This design comes from an exercise in tuning for small area, a short achievable clock period and few clock cycles per item on the open sky130 flow, not from production work.
Function was checked by simulation only, so behaviour that the tests miss may differ from the original.

## flow/design.v (module list and top-level ports; edited modules follow where they fit)
// module mandel_iter_pipe: 126 lines
// module mandel_part_a: 859 lines
// module mandel_part_b: 526 lines
module mandel_iter_pipe #(
    parameter int WIDTH  = 16,
    parameter int FRAC   = 13,
    parameter int ITER_W = 8,
    parameter int STAGES = 4
) (
    input  logic              Clk,
    input  logic              Reset,
    input  logic              in_valid,
    output logic              in_ready,
    input  logic [WIDTH-1:0]  in_x,
    input  logic [WIDTH-1:0]  in_y,
    input  logic [WIDTH-1:0]  in_c1,
    input  logic [WIDTH-1:0]  in_c2,
    input  logic [ITER_W-1:0] in_div,
    input  logic              in_done,
    input  logic [ITER_W-1:0] max_iter,
    output logic              out_valid,
    input  logic              out_ready,
    output logic [WIDTH-1:0]  out_x,
    output logic [WIDTH-1:0]  out_y,
    output logic [WIDTH-1:0]  out_c1,
    output logic [WIDTH-1:0]  out_c2,
    output logic [ITER_W-1:0] out_div,
    output logic              out_done
);
  // ...
==> flow/flow/run.sh <==
#!/bin/bash
set -euo pipefail
MARGIN=${MARGIN:-8}
R=orfs/results/sky130hd/mandel_iter_pipe/base
bash standard.sh SETUP_SLACK_MARGIN=$MARGIN synth > standard_synth.log 2>&1
python3 flow/polarity.py $R/1_2_yosys.v $R/1_2_yosys_pol.v "$FLOW_HOME/platforms/sky130hd/lib/sky130_fd_sc_hd__tt_025C_1v80.lib" > polarity.log 2>&1
mv $R/1_2_yosys_pol.v $R/1_2_yosys.v
rm -f $R/1_synth.odb $R/1_synth.sdc
bash standard.sh SETUP_SLACK_MARGIN=$MARGIN finish > standard_make.log 2>&1
==> flow/flow/polarity.py <==
#!/usr/bin/env python3
"""Remove inverters from a Yosys sky130 netlist without changing its logic or its registers.

Every inverter is taken out, and each signal is then given the polarity that needs the fewest
new inverters and the least area: a full adder (self-dual: complementing its three inputs
complements both outputs) may be used on complemented signals, and a single-output gate may
be swapped for the gate computing the complement of its output (and2 <-> nand2, a21o <->
a21oi, ...). One inverter is then added per signal that some load still needs complemented.
Flip-flops, ports and the nets driving ports keep their polarity. Usage: polarity.py IN.v OUT.v"""
import re
import sys
from collections import defaultdict

OUT_PINS = {"X", "Y", "Q", "Q_N", "SUM", "COUT", "HI", "LO", "GCLK"}
CELL_RE = re.compile(r"^  (sky130_fd_sc_hd__\w+) (\S+)\s+\($")
PIN_RE = re.compile(r"^    \.(\w+)\((.*)\),?$")
P = "sky130_fd_sc_hd__"
INV_AREA = 3.7536
# complementary single-output families: (positive, inverted); both keep the input pins
PAIRS = [("and2", "nand2"), ("or2", "nor2"), ("xor2", "xnor2"), ("and3", "nand3"),
         ("or3", "nor3"), ("and4", "nand4"), ("or4", "nor4"), ("a21o", "a21oi"),
         ("o21a", "o21ai"), ("a22o", "a22oi"), ("o22a", "o22ai"), ("a211o", "a211oi"),
         ("o211a", "o211ai"), ("a31o", "a31oi"), ("o31a", "o31ai"), ("a32o", "a32oi"),
         ("a41o", "a41oi"), ("a221o", "a221oi"), ("o221a", "o221ai"), ("a311o", "a311oi"),
         ("o311a", "o311ai"), ("a2111o", "a2111oi"), ("o2111a", "o2111ai"),
         ("and2b", "nand2b"), ("or2b", "nor2b"), ("and3b", "nand3b"), ("or3b", "nor3b"),
         ("and4b", "nand4b"), ("or4b", "nor4b"), ("a21bo", "a21boi"), ("o21ba", "o21bai"),
         ("a2bb2o", "a2bb2oi"), ("o2bb2a", "o2bb2ai"), ("buf", "inv"), ("mux2", "mux2i"),
         ("xor3", "xnor3")]


def lib_areas(lib):
    txt = open(lib).read()
    areas = {}
    for m in re.finditer(r'cell \("sky130_fd_sc_hd__(\w+)"\) \{(.*?)\n        area : ([\d.]+);', txt, re.S):
        areas[m.group(1)] = float(m.group(3))
    return areas


def main(src, dst, lib):
    areas = lib_areas(lib)
    fam_of = {}
    comp = {}
    for a, b in PAIRS:
        fam_of[a] = (a, b)
        fam_of[b] = (a, b)

    def smallest(fam):
        c = [(areas[n], n) for n in areas if re.fullmatch(fam + r"_\d+", n)]
        return min(c)[1] if c else None

    lines = open(src).read().split("\n")
    cells, head, tail = [], [], []
    i = 0
    while i < len(lines):
        m = CELL_RE.match(lines[i])
        if m:
            pins = []
            i += 1
            while lines[i] != "  );":
                pm = PIN_RE.match(lines[i])
                assert pm, lines[i]
                pins.append([pm.group(1), pm.group(2).strip()])
                i += 1
            cells.append([m.group(1), m.group(2), pins])
        elif cells:
            tail.append(lines[i])
        else:
            head.append(lines[i])
        i += 1
    assert not any("assign" in l for l in tail + head), "assign statements not handled"
    assert not any(P in l for l in tail), "unparsed cell"
    ports_out = set()
    for l in head:
        m = re.match(r"^  output (\[(\d+):(\d+)\] )?(\S+);$", l)
        if m:
            if m.group(1):
                for b in range(int(m.group(3)), int(m.group(2)) + 1):
                    ports_out.add(f"{m.group(4)}[{b}]")
            else:
                ports_out.add(m.group(4))

    def ctype(ci):
        return cells[ci][0][len(P):]

    def family(ci):
        return re.sub(r"_\d+$", "", ctype(ci))

    # removable inverters: all but those driving an output port
    inv_in = {}
    removable = set()
    for ci, c in enumerate(cells):
        if family(ci) in ("inv", "clkinv"):
            d = dict(c[2])
            if d["Y"] not in ports_out:
                inv_in[d["Y"]] = d["A"]
                removable.add(ci)

    def base(n):
        f = 0
        while n in inv_in:
            n = inv_in[n]
            f ^= 1
        return n, f

    driver = {}
    for ci, c in enumerate(cells):
        if ci in removable:
            continue
        for p, n in c[2]:
            if p in OUT_PINS:
                driver[n] = ci
    is_fa = [family(ci) == "fa" for ci in range(len(cells))]
    # swappable single-output drivers (not driving a port)
    swap = {}
    for ci in range(len(cells)):
        if ci in removable:
            continue
        fam = family(ci)
        if fam in fam_of:
            outs = [n for p, n in cells[ci][2] if p in OUT_PINS]
            if len(outs) == 1 and outs[0] not in ports_out:
                pos, neg = fam_of[fam]
                sp, sn = smallest(pos), smallest(neg)
                if sp and sn:
                    cur_neg = fam == neg
                    # area of the driver if its output is the cell's current function (0) or
                    # the complement (1)
                    a_cur = areas[ctype(ci)]
                    a_cmp = areas[sp if cur_neg else sn]
                    swap[outs[0]] = (ci, a_cur, a_cmp)

    sink_base, sink_e, sink_cell = [], [], []
    net_sinks = defaultdict(list)
    for ci, c in enumerate(cells):
        if ci in removable:
            continue
        for pi, (p, n) in enumerate(c[2]):
            if p in OUT_PINS:
                continue
            b, f = base(n)
            s = len(sink_base)
            sink_base.append(b)
            sink_e.append(f)
            sink_cell.append((ci, pi))
            net_sinks[b].append(s)
    # nets feeding output ports directly count as sinks that want the net itself
    port_sinks = defaultdict(int)
    for n in ports_out:
        b, f = base(n)
        if b != n:
            # the port is driven by a kept inverter chain; nothing to do
            pass
    flip = [0] * len(cells)
    n1 = defaultdict(int)
    ntot = defaultdict(int)
    for s, b in enumerate(sink_base):
        n1[b] += sink_e[s]
        ntot[b] += 1

    def ph_fixed(b):
        ci = driver.get(b)
        if ci is not None and is_fa[ci]:
            return flip[ci]
        return 0

    def cost(b):
        if b in swap:
            _, a0, a1 = swap[b]
            return min(a0 + (INV_AREA if n1[b] > 0 else 0.0),
                       a1 + (INV_AREA if n1[b] < ntot[b] else 0.0))
        ph = ph_fixed(b)
        bad = n1[b] > 0 if ph == 0 else n1[b] < ntot[b]
        return INV_AREA if bad else 0.0

    fa_in = defaultdict(list)
    for s, (ci, pi) in enumerate(sink_cell):
        if is_fa[ci]:
            fa_in[ci].append(s)
    fa_out = {ci: [n for p, n in cells[ci][2] if p in ("SUM", "COUT")]
              for ci in range(len(cells)) if is_fa[ci]}

    def apply(ci):
        for s in fa_in[ci]:
            n1[sink_base[s]] += 1 - 2 * sink_e[s]
            sink_e[s] ^= 1
        flip[ci] ^= 1

    def delta(ci):
        nets = {sink_base[s] for s in fa_in[ci]} | set(fa_out[ci])
        c0 = sum(cost(b) for b in nets)
        apply(ci)
        c1 = sum(cost(b) for b in nets)
        apply(ci)
        return c1 - c0

    allnets = set(n1) | set(swap)
    before = sum(cost(b) for b in allnets)
    fas = [ci for ci in range(len(cells)) if is_fa[ci] and not set(fa_out[ci]) & ports_out]
    for it in range(30):
        moved = 0
        for ci in fas:
            if delta(ci) < -1e-9:
                apply(ci)
                moved += 1
        if not moved:
            break
    after = sum(cost(b) for b in allnets)
    # physical polarity of every net
    ph = {}
    nswap = 0
    for b in allnets:
        if b in swap:
            _, a0, a1 = swap[b]
            c0 = a0 + (INV_AREA if n1[b] > 0 else 0.0)
            c1 = a1 + (INV_AREA if n1[b] < ntot[b] else 0.0)
            ph[b] = 1 if c1 < c0 - 1e-9 else 0
        else:
            ph[b] = ph_fixed(b)
    for b, p in ph.items():
        if p and b in swap:
            ci = swap[b][0]
            fam = family(ci)
            pos, neg = fam_of[fam]
            new = smallest(pos if fam == neg else neg)
            outpin = "Y" if fam == pos else "X"
            if fam in ("xor3", "xnor3"):
                outpin = "X"
            cells[ci][0] = P + new
            cells[ci][2] = [[outpin if pp in OUT_PINS else pp, nn] for pp, nn in cells[ci][2]]
            nswap += 1
    newinv = {}
    out_cells = []
    k = 0
    for s in range(len(sink_base)):
        b = sink_base[s]
        ci, pi = sink_cell[s]
        need = sink_e[s] ^ ph.get(b, 0)
        if need and b not in newinv:
            nn = f"_polinv_{k}_"
            newinv[b] = nn
            out_cells.append([P + "inv_1", f"_polinv_cell_{k}_", [["A", b], ["Y", nn]]])
            k += 1
        cells[ci][2][pi][1] = newinv[b] if need else b
    for ci, c in enumerate(cells):
        if ci not in removable:
            out_cells.append(c)
    decl = [f"  wire {nn};" for nn in newinv.values()]
    body = []
    for c in out_cells:
        body.append(f"  {c[0]} {c[1]} (" if not c[1].startswith("\\") else f"  {c[0]} {c[1]}  (")
        body.append(",\n".join(f"    .{p}({n} )" if n.startswith("\\") else f"    .{p}({n})"
                                for p, n in c[2]))
        body.append("  );")
    open(dst, "w").write("\n".join(head + decl + body + tail))
    sys.stderr.write(f"polarity: {len(fas)} full adders, {sum(flip)} complemented, {nswap} gates "
                     f"swapped; inverters {len(removable)} -> {k}; area of the choices "
                     f"{before:.0f} -> {after:.0f} um2\n")


if __name__ == "__main__":
    main(sys.argv[1], sys.argv[2], sys.argv[3])
==> flow/standard.sh <==
#!/bin/bash
# synth_recipe.tcl (not shown) runs the flow's synth.tcl, then flattens the netlist and writes it again
# the make line also repeats each setting of config.mk as NAME=value (left out here)
make -C /OpenROAD-flow-scripts/flow DESIGN_CONFIG=/design/flow/config.mk WORK_HOME=/design/flow/orfs CLKGATE_MAP_FILE= SYNTH_SCRIPT=/design/flow/synth_recipe.tcl "${@:-finish}"
==> flow/config.mk <==
export PLATFORM = sky130hd
export DESIGN_NAME = mandel_iter_pipe
export DESIGN_NICKNAME = mandel_iter_pipe
export VERILOG_FILES = /design/flow/design.v
export SDC_FILE = /design/flow/constraint.sdc
export NUM_CORES = 4
export LEC_CHECK = 0
export CAP_MARGIN = 20
export CORE_MARGIN = 2
export CORE_UTILIZATION = 55
export PLACE_DENSITY = 0.72
export SLEW_MARGIN = 20
==> flow/constraint.sdc <==
create_clock -name core_clock -period 14.0 [get_ports {Clk}]
set_input_delay 2.8000 -clock core_clock [delete_from_list [all_inputs] [get_ports {Clk}]]
set_output_delay 2.8000 -clock core_clock [all_outputs]
set_load 0.01 [all_outputs]
==> summary.md, run 1 <==
| Metric | Value |
|---|---|
| # IOs | 160 |
| Largest register by flop count | b_q |
| TritonCTS buffer count | 114 |
| Met3 GRT Util | 3.566% |
| Fin crit period | 5.893 ns |
| Fraction of area in multi-input gates | 57.62% |
| Met2 routed WL | 119000 um |
| CP Launch Point | a_q[1][54]$_DFFE_PN_ |
| CTS Hold Bufs | 0 |
| Worst-path fanout max | 5 |
| CTS tree | done |
| Die Wd | 420.6 um |
| Area of the core | 171900 sq um |
| Row cnt | 152 |
| Max FFs per register | 365 |
| Worst path bufs/invs | 4 |
| Die height | 420.6 um |
| Hold WS | 0.4154 ns |
| Met2 Usage GRT | 47.66% |
| Mapped cell area | 95450 sq um |
| Final WL | 241300 um |
| Final setup TNS | 0 ns |
| Initial antenna violation count | 4 |
| Buffering overhead | 3.754% |
| Crit end category | flip-flop |
| CP most frequent cell | fa_1 |
| # Taps | 2310 |
| Setup-failing EPs final | 0 |
| Met1 wire length | 94440 um |
| Tcrit/Tclk final | 42.09% |
| Ant. Diodes | 2 |
| Inverters | 901 |
| Largest delay share family, worst path | adder cells |
| CLK BUF | 124 |
| CP Capture Point | b_q[2][64]$_DFFE_PN_ |
| Final instance area | 105500 sq um |
| FF/Latch Area | 30580 sq um |
| Run status | finished clean |
| Syn Nets | 10620 |
| PostCTS Resize Cnt | 43 |
| Largest class | multi-input combinational cells |
| Sequential cell count | 1020 |
Testbench counts, summed over its fixed seeds: cycles 3,272, items 3,200.
==> run 2, diff against run 1 <==
--- a/flow/flow/run.sh
+++ b/flow/flow/run.sh
@@ -2,3 +2,3 @@
 set -euo pipefail
-MARGIN=${MARGIN:-8}
+MARGIN=${MARGIN:-8.5}
 R=orfs/results/sky130hd/mandel_iter_pipe/base
--- a/flow/config.mk
+++ b/flow/config.mk
@@ -7,6 +7,6 @@
 export LEC_CHECK = 0
+export ABC_AREA = 1
 export CAP_MARGIN = 20
 export CORE_MARGIN = 2
-export CORE_UTILIZATION = 55
-export PLACE_DENSITY = 0.72
+export CORE_UTILIZATION = 40
 export SLEW_MARGIN = 20
==> summary.md, run 2 <==
| Metric | Value |
|---|---|
| Run status | finished clean (unchanged) |
| Worst endpoint data arrival time | 6.02 ns (was 6.40 ns) |
| Dpl hpwl | 214700 um (was 177000 um) |
| Number of port buffers | 159 (unchanged) |
| Area of the core | 243200 sq um (was 171900 sq um) |
| Routed WL per cell | 20.99 um (was 21.55 um) |
| Vias in the first global route | 73450 (was 67750) |
| CTS sink cnt | 1020 (unchanged) |
| Initial Util | 40.22% (was 55.52%) |
| Syn Nets | 11970 (was 10620) |
| Final Hold Viols | 0 (unchanged) |
| TritonCTS buffer count | 121 (was 114) |
| Mapped cell area | 97830 sq um (was 95450 sq um) |
| Share of cells above drive strength 1 | 9.460% (was 8.766%) |
| Final instance area | 111800 sq um (was 105500 sq um) |
| Max FFs per register | 365 (unchanged) |
| Most common cell after layout, fill and taps aside | nand2_1 (was fa_1) |
| Vias/cell | 5.204 (was 5.748) |
| Fin. max-slew vios | 0 (unchanged) |
| Root Driver | clkbuf_16 (unchanged) |
| Syn. warnings | 18 (unchanged) |
| Crit end category | flip-flop (unchanged) |
| Non-filler cells, final | 13520 (was 11200) |
| CTS max path bufs | 3 (unchanged) |
| Grt ovf | 0 (unchanged) |
| Die ar. | 248600 sq um (was 176900 sq um) |
| DR DRC count | 0 (unchanged) |
| Row cnt | 181 (was 152) |
| Max Clock Skew | 0.08385 ns (was 0.03537 ns) |
| Tcrit/Tclk final | 39.17% (was 42.09%) |
| # IOs | 160 (unchanged) |
| DR iter-0 viols | 4331 (was 5189) |
| Area added between synthesis and finish | 14.32% (was 10.56%) |
| Routed via count | 70380 (was 64370) |
| Net count, final | 12310 (was 10890) |
| Area after DPL | 102700 sq um (was 99720 sq um) |
| Largest net degree at the start of global routing | 160 (was 187) |
| Setup-failing EPs final | 0 (unchanged) |
| Worst-path fanout max | 8 (was 5) |
| Cells after Synth | 9874 (was 8527) |
| Fill count | 22590 (was 13670) |
| Setup CP Type | flip-flop to flip-flop (unchanged) |
| Worst-path clk slew | 0.06 ns (was 0.07 ns) |
| First-pass DRT Iterations | 6 (unchanged) |
| Routability-driven placement congestion ratio | 0.9301 (was 0.9096) |
| Initial antenna violation count | 9 (was 4) |
| Slew margin rel. | 29.32% (was 25.50%) |
| Inst Count DP | 12930 (was 10820) |
| Most frequent cells in the layout | 2243 x nand2_1, 1231 x inv_1, 1183 x fa_1, 1010 x edfxtp_1, 726 x ha_1 (was 1251 x fa_1, 1173 x nand2_1, 1010 x edfxtp_1, 894 x inv_1, 752 x ha_1) |
| Final antenna-violating net count | 0 (unchanged) |
| Fmax achieved | 0.1823 GHz (was 0.1697 GHz) |
| First-pass GRT wire length | 432500 um (was 377400 um) |
| Worst-Margin Slew | 1.060 ns (was 1.118 ns) |
| Final setup TNS | 0 ns (unchanged) |
| All-Layer GR Usage | 22.59% (was 27.74%) |
| Fin crit period | 5.484 ns (was 5.893 ns) |
| Clock latency on the worst-skew pair | 0.82 ns (was 0.77 ns) |
| Worst Hold Class | flip-flop to flip-flop (unchanged) |
| Die height | 498.6 um (was 420.6 um) |
| RSZ-0062 raised after global routing | true (unchanged) |
| Crit start category | flip-flop (unchanged) |
| Syn Area/Cell | 9.908 sq um (was 11.19 sq um) |
| Max-cap violations | 0 (unchanged) |
| CTS tree | done (unchanged) |
| Final WL | 283800 um (was 241300 um) |
| Largest register by flop count | b_q (unchanged) |
| Worst Path Required | 14.54 ns (was 14.50 ns) |
| CTS H-Tree Depth | 3 (unchanged) |
| Largest regs | b_q: 365 flops, a_q: 292 flops (unchanged) |
| Die Wd | 498.6 um (was 420.6 um) |
run 2: cell types whose count changed in the layout (fill, tap and decap cells not counted), sizes merged, moves of 149 or more:
cell,before,now
buf,282,456
mux2,203,0
inv,909,1265
xor2,161,346
nand2,1176,2274
a21oi,297,469
o21ai,220,369
xnor2,311,122
run 2: final cells by class:
type | instances | area [sq um] | share of cell area, %
Antenna cell | 4 | 10.01 | 0.008949
Clock buffer | 139 | 3095 | 2.768
Clock inverter | 86 | 994.7 | 0.8894
Inverter | 1257 | 4782 | 4.276
Multi-Input combinational cell | 7179 | 61950 | 55.39
Sequential cell | 1020 | 30580 | 27.34
Tap cell | 3202 | 4006 | 3.582
Timing Repair Buffer | 628 | 6360 | 5.686
Timing Repair inverter | 8 | 65.06 | 0.05817
run 2: critical path: stages (launching register included):
cell and delay (ns):
edfxtp_1 0.45, buf_12 0.17, and2_4 0.15, fa_2 0.36, fa_1 0.58, fa_1 0.45
fa_1 0.52, ha_4 0.32, inv_4 0.04, o21ba_4 0.19, o211ai_1 0.25, nand2_1 0.11
nand3_2 0.12, nand2_2 0.08, xor2_2 0.15, xnor2_1 0.14, inv_2 0.09, nand3_4 0.11
inv_2 0.09, clkinvlp_4 0.19, buf_6 0.19, clkinvlp_4 0.11, clkinvlp_4 0.19, nand2_1 0.10
o21ai_1 0.06
run 2: through the flow:
step	utilization, %	hold slack [ns]	setup slack (ns)
floorplan	-	0.4003	8.039
global placement	42.23	0.4003	6.887
detailed placement	42.23	0.4045	6.763
CTS	45.01	0.3855	8.480
global route	45.98	0.4109	8.375
finish	45.98	0.3910	8.516
run 2: repair_timing:
item / 4_1_cts / 5_1_grt
endpoints found under the hold margin: 0 / 0
hold buffers: 0 / 0
gates cloned: 14 / 10
resized for setup: 105 / 341
setup buffers: 219 / 118
setup endpoints to repair: 265 / 208
pin swaps: 26 / 120
run 2: path summary, 6_finish.rpt:
path	slack [ns]	end	cells after the start	start
setup / recovery	8.52	b_q[2][44]$_DFFE_PN_	24	a_q[1][53]$_DFFE_PN_
hold / removal	0.39	b_q[4][19]$_DFFE_PN_	0	a_q[3][19]$_DFFE_PN_
setup reg to reg	8.52	b_q[2][44]$_DFFE_PN_	24	a_q[1][53]$_DFFE_PN_
hold reg to reg	0.39	b_q[4][19]$_DFFE_PN_	0	a_q[3][19]$_DFFE_PN_
max in group asynchronous	11.41	kv_q$_DFF_PP0_	2	Reset
min in group asynchronous	2.28	bv_q[0]$_DFFE_PP0N_	2	Reset
run 2: metal layers:
layer / up-vias / global-route usage, % / share of wire (%) / wire length, um
li1: 32360 / - / - / -
met1: 35330 / 27.20 / 39 / 111000
met2: 2143 / 40.23 / 50 / 143300
met3: 533 / 2.936 / 5.0 / 14160
met4: 6 / 10.00 / 5.4 / 15320
met5: - / 0 / 0.012 / 35
==> run 3, diff against run 2 <==
--- a/flow/flow/run.sh
+++ b/flow/flow/run.sh
@@ -2,3 +2,3 @@
 set -euo pipefail
-MARGIN=${MARGIN:-8.5}
+MARGIN=${MARGIN:-9}
 R=orfs/results/sky130hd/mandel_iter_pipe/base
==> summary.md, run 3 <==
| Metric | Value |
|---|---|
| Largest register by flop count | b_q (unchanged) |
| Worst Hold Class | flip-flop to flip-flop (unchanged) |
| CTS sink cnt | 1020 (unchanged) |
| Final setup TNS | 0 ns (unchanged) |
| Syn. warnings | 18 (unchanged) |
| Inst Count DP | 12930 (unchanged) |
| Worst endpoint data arrival time | 5.89 ns (was 6.02 ns) |
| Mapped cell area | 97830 sq um (unchanged) |
| First-pass DRT Iterations | 6 (unchanged) |
| Die ar. | 248600 sq um (unchanged) |
| Setup-failing EPs final | 0 (unchanged) |
| All-Layer GR Usage | 23.42% (was 22.59%) |
| Worst-path fanout max | 7 (was 8) |
| Largest net degree at the start of global routing | 152 (was 160) |
| Initial Util | 40.22% (unchanged) |
| Die height | 498.6 um (unchanged) |
| Clock latency on the worst-skew pair | 0.81 ns (was 0.82 ns) |
| First-pass GRT wire length | 449100 um (was 432500 um) |
| Max Clock Skew | 0.05319 ns (was 0.08385 ns) |
| Final Hold Viols | 0 (unchanged) |
| Routed WL per cell | 21.49 um (was 20.99 um) |
| Worst-Margin Slew | 1.063 ns (was 1.060 ns) |
| Tcrit/Tclk final | 38.23% (was 39.17%) |
| Pre-CTS WS | 7.516 ns (was 6.763 ns) |
| CTS H-Tree Depth | 3 (unchanged) |
| Row cnt | 181 (unchanged) |
| Cells after Synth | 9874 (unchanged) |
| Dpl hpwl | 208700 um (was 214700 um) |
| TritonCTS buffer count | 117 (was 121) |
| Die Wd | 498.6 um (unchanged) |
| RSZ-0062 raised after global routing | true (unchanged) |
| Crit end category | flip-flop (unchanged) |
| Slew margin rel. | 29.14% (was 29.32%) |
| Area added between synthesis and finish | 21.04% (was 14.32%) |
| Area of the core | 243200 sq um (unchanged) |
| Worst Path Required | 14.53 ns (was 14.54 ns) |
| Final WL | 297800 um (was 283800 um) |
| Fill count | 21770 (was 22590) |
| Syn Area/Cell | 9.908 sq um (unchanged) |
| Vias/cell | 5.247 (was 5.204) |
| CTS tree | done (unchanged) |
| Routed via count | 72720 (was 70380) |
| Non-filler cells, final | 13860 (was 13520) |
| Max FFs per register | 365 (unchanged) |
| Fin worst setup slack | 8.648 ns (was 8.516 ns) |
| Share of cells above drive strength 1 | 17.69% (was 9.460%) |
| Final antenna-violating net count | 0 (unchanged) |
| Most common cell after layout, fill and taps aside | nand2_1 (unchanged) |
| Initial antenna violation count | 17 (was 9) |
| DR DRC count | 0 (unchanged) |
| Fmax achieved | 0.1868 GHz (was 0.1823 GHz) |
| Largest regs | b_q: 365 flops, a_q: 292 flops (unchanged) |
| CTS max path bufs | 3 (unchanged) |
| Hold WS | 0.4040 ns (was 0.3910 ns) |
| Routability-driven placement congestion ratio | 0.9231 (was 0.9301) |
| Root Driver | clkbuf_16 (unchanged) |
| Syn Nets | 11970 (unchanged) |
| Setup CP Type | flip-flop to flip-flop (unchanged) |
| Number of port buffers | 159 (unchanged) |
| Fin crit period | 5.352 ns (was 5.484 ns) |
| Crit start category | flip-flop (unchanged) |
| Fin. max-slew vios | 0 (unchanged) |
| Run status | finished clean (unchanged) |
| Max-cap violations | 0 (unchanged) |
| Net count, final | 12650 (was 12310) |
| Most frequent cells in the layout | 2057 x nand2_1, 1209 x inv_1, 1058 x fa_1, 1010 x edfxtp_1, 689 x ha_1 (was 2243 x nand2_1, 1231 x inv_1, 1183 x fa_1, 1010 x edfxtp_1, 726 x ha_1) |
| # IOs | 160 (unchanged) |
| Grt ovf | 0 (unchanged) |
| Worst-path clk slew | 0.07 ns (was 0.06 ns) |
| DR iter-0 viols | 5457 (was 4331) |
| Vias in the first global route | 76160 (was 73450) |
| Finished Core Util | 48.69% (was 45.98%) |
[run 3: path summary, 6_finish.rpt]
| kind | cells past startpoint | slack [ns] | endpoint | startpoint |
|---|---|---|---|---|
| setup / recovery | 23 | 8.65 | b_q[4][70]$_DFFE_PN_ | a_q[3][55]$_DFFE_PN_ |
| hold / removal | 0 | 0.40 | a_q[2][16]$_DFFE_PN_ | b_q[2][16]$_DFFE_PN_ |
| setup reg to reg | 23 | 8.65 | b_q[4][70]$_DFFE_PN_ | a_q[3][55]$_DFFE_PN_ |
| hold reg to reg | 0 | 0.40 | a_q[2][16]$_DFFE_PN_ | b_q[2][16]$_DFFE_PN_ |
| max in group asynchronous | 2 | 11.34 | kv_q$_DFF_PP0_ | Reset |
| min in group asynchronous | 2 | 2.33 | bv_q[2]$_DFFE_PP0N_ | Reset |
[run 3: layer usage]
metal	share of wire (%)	vias to the layer above	track usage (%)
met5	0.015	-	0
met4	5.3	6	9.842
met3	5.7	669	3.139
met2	49	2446	40.29
met1	40	36560	29.59
li1	-	33040	-
[run 3: area by class of cell]
| class | instances | area (sq um) | area share [%] |
|---|---|---|---|
| multi-input combinational | 7180 | 64220 | 54.23 |
| sequential | 1020 | 30580 | 25.83 |
| timing repair buffer | 969 | 10750 | 9.082 |
| inverter | 1257 | 4827 | 4.076 |
| tap | 3202 | 4006 | 3.383 |
| clock buffer | 132 | 3005 | 2.538 |
| clock inverter | 88 | 939.7 | 0.7935 |
| timing repair inverter | 5 | 60.06 | 0.05072 |
| antenna | 8 | 20.02 | 0.01691 |
[run 3: metrics by stage]
stage / cell area (sq um)
final: 118400
after global routing: 118400
after CTS: 115000
after detailed placement: 102800
after global placement: 102800
after floorplan: 98020
[run 3: timing repair]
item,CTS,global route
endpoints found under the setup margin,318,272
resized for setup,939,600
pin swaps,244,260
cloned,55,14
setup buffers,478,153
hold buffers,0,0
[run 3: critical path, cell delays in order (launching register included)]
cell and delay (ns):
edfxtp_1 0.44, buf_6 0.17, buf_16 0.13, and2_4 0.13, fa_2 0.33, fa_2 0.56
fa_2 0.44, fa_1 0.56, inv_2 0.05, ha_4 0.30, nand2_4 0.06, nor4_4 0.29
nand3b_1 0.10, nand4_1 0.10, nand4_1 0.22, xnor2_2 0.24, buf_6 0.15, nand3_4 0.09
inv_4 0.10, clkinvlp_4 0.18, buf_12 0.19, buf_16 0.14, nand2_1 0.05, o21ai_1 0.06
==> run 4, diff against run 3 <==
--- a/flow/flow/run.sh
+++ b/flow/flow/run.sh
@@ -2,3 +2,3 @@
 set -euo pipefail
-MARGIN=${MARGIN:-9}
+MARGIN=${MARGIN:-8}
 R=orfs/results/sky130hd/mandel_iter_pipe/base
--- a/flow/config.mk
+++ b/flow/config.mk
@@ -7,3 +7,2 @@
 export LEC_CHECK = 0
-export ABC_AREA = 1
 export CAP_MARGIN = 20
==> summary.md, run 4 <==
| Metric | Value |
|---|---|
| CTS max path bufs | 3 (unchanged) |
| CTS Hold Bufs | 0 (unchanged) |
| CTS sink cnt | 1020 (unchanged) |
| Share of cells above drive strength 1 | 8.660% (was 17.69%) |
| Fmax achieved | 0.1710 GHz (was 0.1868 GHz) |
| Pre-CTS WS | 6.859 ns (was 7.516 ns) |
| Non-filler cells, final | 12060 (was 13860) |
| Setup-failing EPs final | 0 (unchanged) |
| RSZ-0062 raised after global routing | true (unchanged) |
| Final WL | 253100 um (was 297800 um) |
| Setup CP Type | flip-flop to flip-flop (unchanged) |
| Crit end category | flip-flop (unchanged) |
| Worst endpoint data arrival time | 6.39 ns (was 5.89 ns) |
| Met3 GRT Util | 2.807% (was 3.139%) |
| Largest net degree at the start of global routing | 80 (was 152) |
| DR DRC count | 0 (unchanged) |
| Worst-path fanout max | 34 (was 7) |
| Die Wd | 492.5 um (was 498.6 um) |
| Inst Count DP | 11680 (was 12930) |
| Worst Path Required | 14.54 ns (was 14.53 ns) |
| First-pass DRT Iterations | 6 (unchanged) |
| Initial antenna violation count | 11 (was 17) |
| Root Driver | clkbuf_16 (unchanged) |
| Area of the multi-input gates | 60780 sq um (was 64220 sq um) |
| Die height | 492.5 um (was 498.6 um) |
| Most common cell after layout, fill and taps aside | fa_1 (was nand2_1) |
| Met1 Use GR | 26.95% (was 29.59%) |
| CTS tree | done (unchanged) |
| Fin crit period | 5.849 ns (was 5.352 ns) |
| Cells after Synth | 8527 (was 9874) |
| TritonCTS buffer count | 118 (was 117) |
| Most frequent cells in the layout | 1247 x fa_1, 1173 x nand2_1, 1010 x edfxtp_1, 893 x inv_1, 754 x ha_1 (was 2057 x nand2_1, 1209 x inv_1, 1058 x fa_1, 1010 x edfxtp_1, 689 x ha_1) |
| All-Layer GR Usage | 20.94% (was 23.42%) |
| Syn Nets | 10620 (was 11970) |
| Vias in the first global route | 67560 (was 76160) |
| Crit start category | flip-flop (unchanged) |
| Syn Area/Cell | 11.19 sq um (was 9.908 sq um) |
| FF/Latch Area | 30580 sq um (unchanged) |
| Largest register by flop count | b_q (unchanged) |
| Final setup TNS | 0 ns (unchanged) |
| Largest regs | b_q: 365 flops, a_q: 292 flops (unchanged) |
| Mapped cell area | 95450 sq um (was 97830 sq um) |
| Worst Hold Class | flip-flop to flip-flop (unchanged) |
| First-pass GRT wire length | 393700 um (was 449100 um) |
| Dpl hpwl | 190700 um (was 208700 um) |
| Slew margin rel. | 32.66% (was 29.14%) |
| Final antenna-violating net count | 0 (unchanged) |
| GRT Max-Usage Layer | met2 (unchanged) |
| Worst-Margin Slew | 1.010 ns (was 1.063 ns) |
| Fill count | 21770 (about the same) |
| Fin. max-slew vios | 0 (unchanged) |
| Routability-driven placement congestion ratio | 0.8936 (was 0.9231) |
| Max-cap violations | 0 (unchanged) |
| Vias/cell | 5.270 (was 5.247) |
| Clock latency on the worst-skew pair | 0.81 ns (about the same) |
| Max Clock Skew | 0.08260 ns (was 0.05319 ns) |
| DR iter-0 viols | 3792 (was 5457) |
| Worst-path clk slew | 0.06 ns (was 0.07 ns) |
| # IOs | 160 (unchanged) |
| Final Hold Viols | 0 (unchanged) |
| Routed WL per cell | 20.99 um (was 21.49 um) |
| CTS H-Tree Depth | 3 (unchanged) |
| Area of the core | 237600 sq um (was 243200 sq um) |
| Net count, final | 10890 (was 12650) |
| Die ar. | 242500 sq um (was 248600 sq um) |
| Area added between synthesis and finish | 11.80% (was 21.04%) |
| Number of port buffers | 159 (unchanged) |
| Tcrit/Tclk final | 41.78% (was 38.23%) |
| Run status | finished clean (unchanged) |
| Syn. warnings | 18 (unchanged) |
| Met2 Usage GRT | 36.09% (was 40.29%) |
| Fin worst setup slack | 8.151 ns (was 8.648 ns) |
| Routed via count | 63550 (was 72720) |
| Max FFs per register | 365 (unchanged) |
| Grt ovf | 0 (unchanged) |
| Initial Util | 40.17% (was 40.22%) |
| Row cnt | 179 (was 181) |
[run 4: path summary, 6_finish.rpt]
path	slack, ns	cells after the start	endpoint	startpoint
worst max register to register	8.15	15	b_q[1][0]$_SDFFCE_PP1N_	a_q[0][53]$_DFFE_PN_
worst min register to register	0.40	0	a_q[2][27]$_DFFE_PN_	b_q[2][27]$_DFFE_PN_
min in group asynchronous	2.29	2	bv_q[4]$_DFFE_PP0N_	Reset
max in group asynchronous	11.38	2	kv_q$_DFF_PP0_	Reset
worst min-delay path	0.40	0	a_q[2][27]$_DFFE_PN_	b_q[2][27]$_DFFE_PN_
worst max-delay path	8.15	15	b_q[1][0]$_SDFFCE_PP1N_	a_q[0][53]$_DFFE_PN_
[run 4: per-stage QoR]
stage	hold slack (ns)	util [%]	instance area, sq um
floorplan	0.4003	-	95470
global placement	0.4007	42.43	100800
detailed placement	0.4045	42.43	100800
CTS	0.4078	44.59	105900
global route	0.4101	44.90	106700
finish	0.4030	44.90	106700
[run 4: cell type report]
cell class              count  area share, %
clock inverters            84          1.024
repair buffers            438          3.610
flip-flops and latches   1020          28.66
well taps                3167          3.714
inverters                 900          3.186
diodes                      2       0.004690
multi-input cells        6313          56.96
repair inverters            2        0.01407
clock buffers             134          2.824
[run 4: per-layer routing]
| metal | vias up | wire length (um) |
|---|---|---|
| li1 | 28810 | - |
| met1 | 32570 | 105400 |
| met2 | 1715 | 125500 |
| met4 | 6 | 9943 |
| met3 | 443 | 12310 |
| met5 | - | 37 |
[run 4: what timing repair did]
| action | CTS | global route |
|---|---|---|
| gates cloned | 4 | 2 |
| setup buffers | 97 | 55 |
| resized for setup | 48 | 51 |
| setup endpoints to repair | 212 | 228 |
| pin swaps | 4 | 12 |
| endpoints found under the hold margin | 0 | 0 |
[run 4: critical path: stages (launching register included)]
cell and delay, ns:
edfxtp_1 0.72, nand2_1 0.13, fa_1 0.48, fa_1 0.46, fa_1 0.52, inv_1 0.05, fa_1 0.45, ha_1 0.39
a2111o_1 0.43, o21ai_1 0.45, o211a_1 0.27, o21bai_1 0.13, o211ai_1 0.20, buf_4 0.17, nand2_8 0.19, or4b_1 0.54

-- port drivers added, routing unchanged --
Ports are ideal in the flow. The routed layouts listed here were re-timed in OpenROAD.
Step 1: set_driving_cell puts a clkbuf_16 on Clk and a buf_2 on each other input, an assumption about the parent block.
Step 2 times the ports against the registers' clock, not the clock port: input delays grow and output delays shrink by t, the midpoint of the rising clock arrivals with the driver on.
Three values: ideal, step 1, step 2; two values: the first two.
run | t (ns) | setup slack, ns | hold slack, ns | worst setup path at the end | worst slew at a driven data input, ns
run 1 | 0.841 | 8.107 / 8.107 / 8.107 | 0.415 / 0.415 / 0.415 | register to register | 0.07
run 2 | 0.868 | 8.516 / 8.516 / 8.381 | 0.391 / 0.391 / 0.391 | input to register | 0.08
run 3 | 0.879 | 8.648 / 8.648 / 8.420 | 0.404 / 0.404 / 0.404 | input to register | 0.10
run 4 | 0.857 | 8.151 / 8.151 / 8.151 | 0.403 / 0.403 / 0.403 | register to register | 0.05
After both steps setup and hold are still met in every run listed. The setup slack of run 3, which loses most, moves by 0.000 ns with the drivers and by -0.228 ns with both steps.
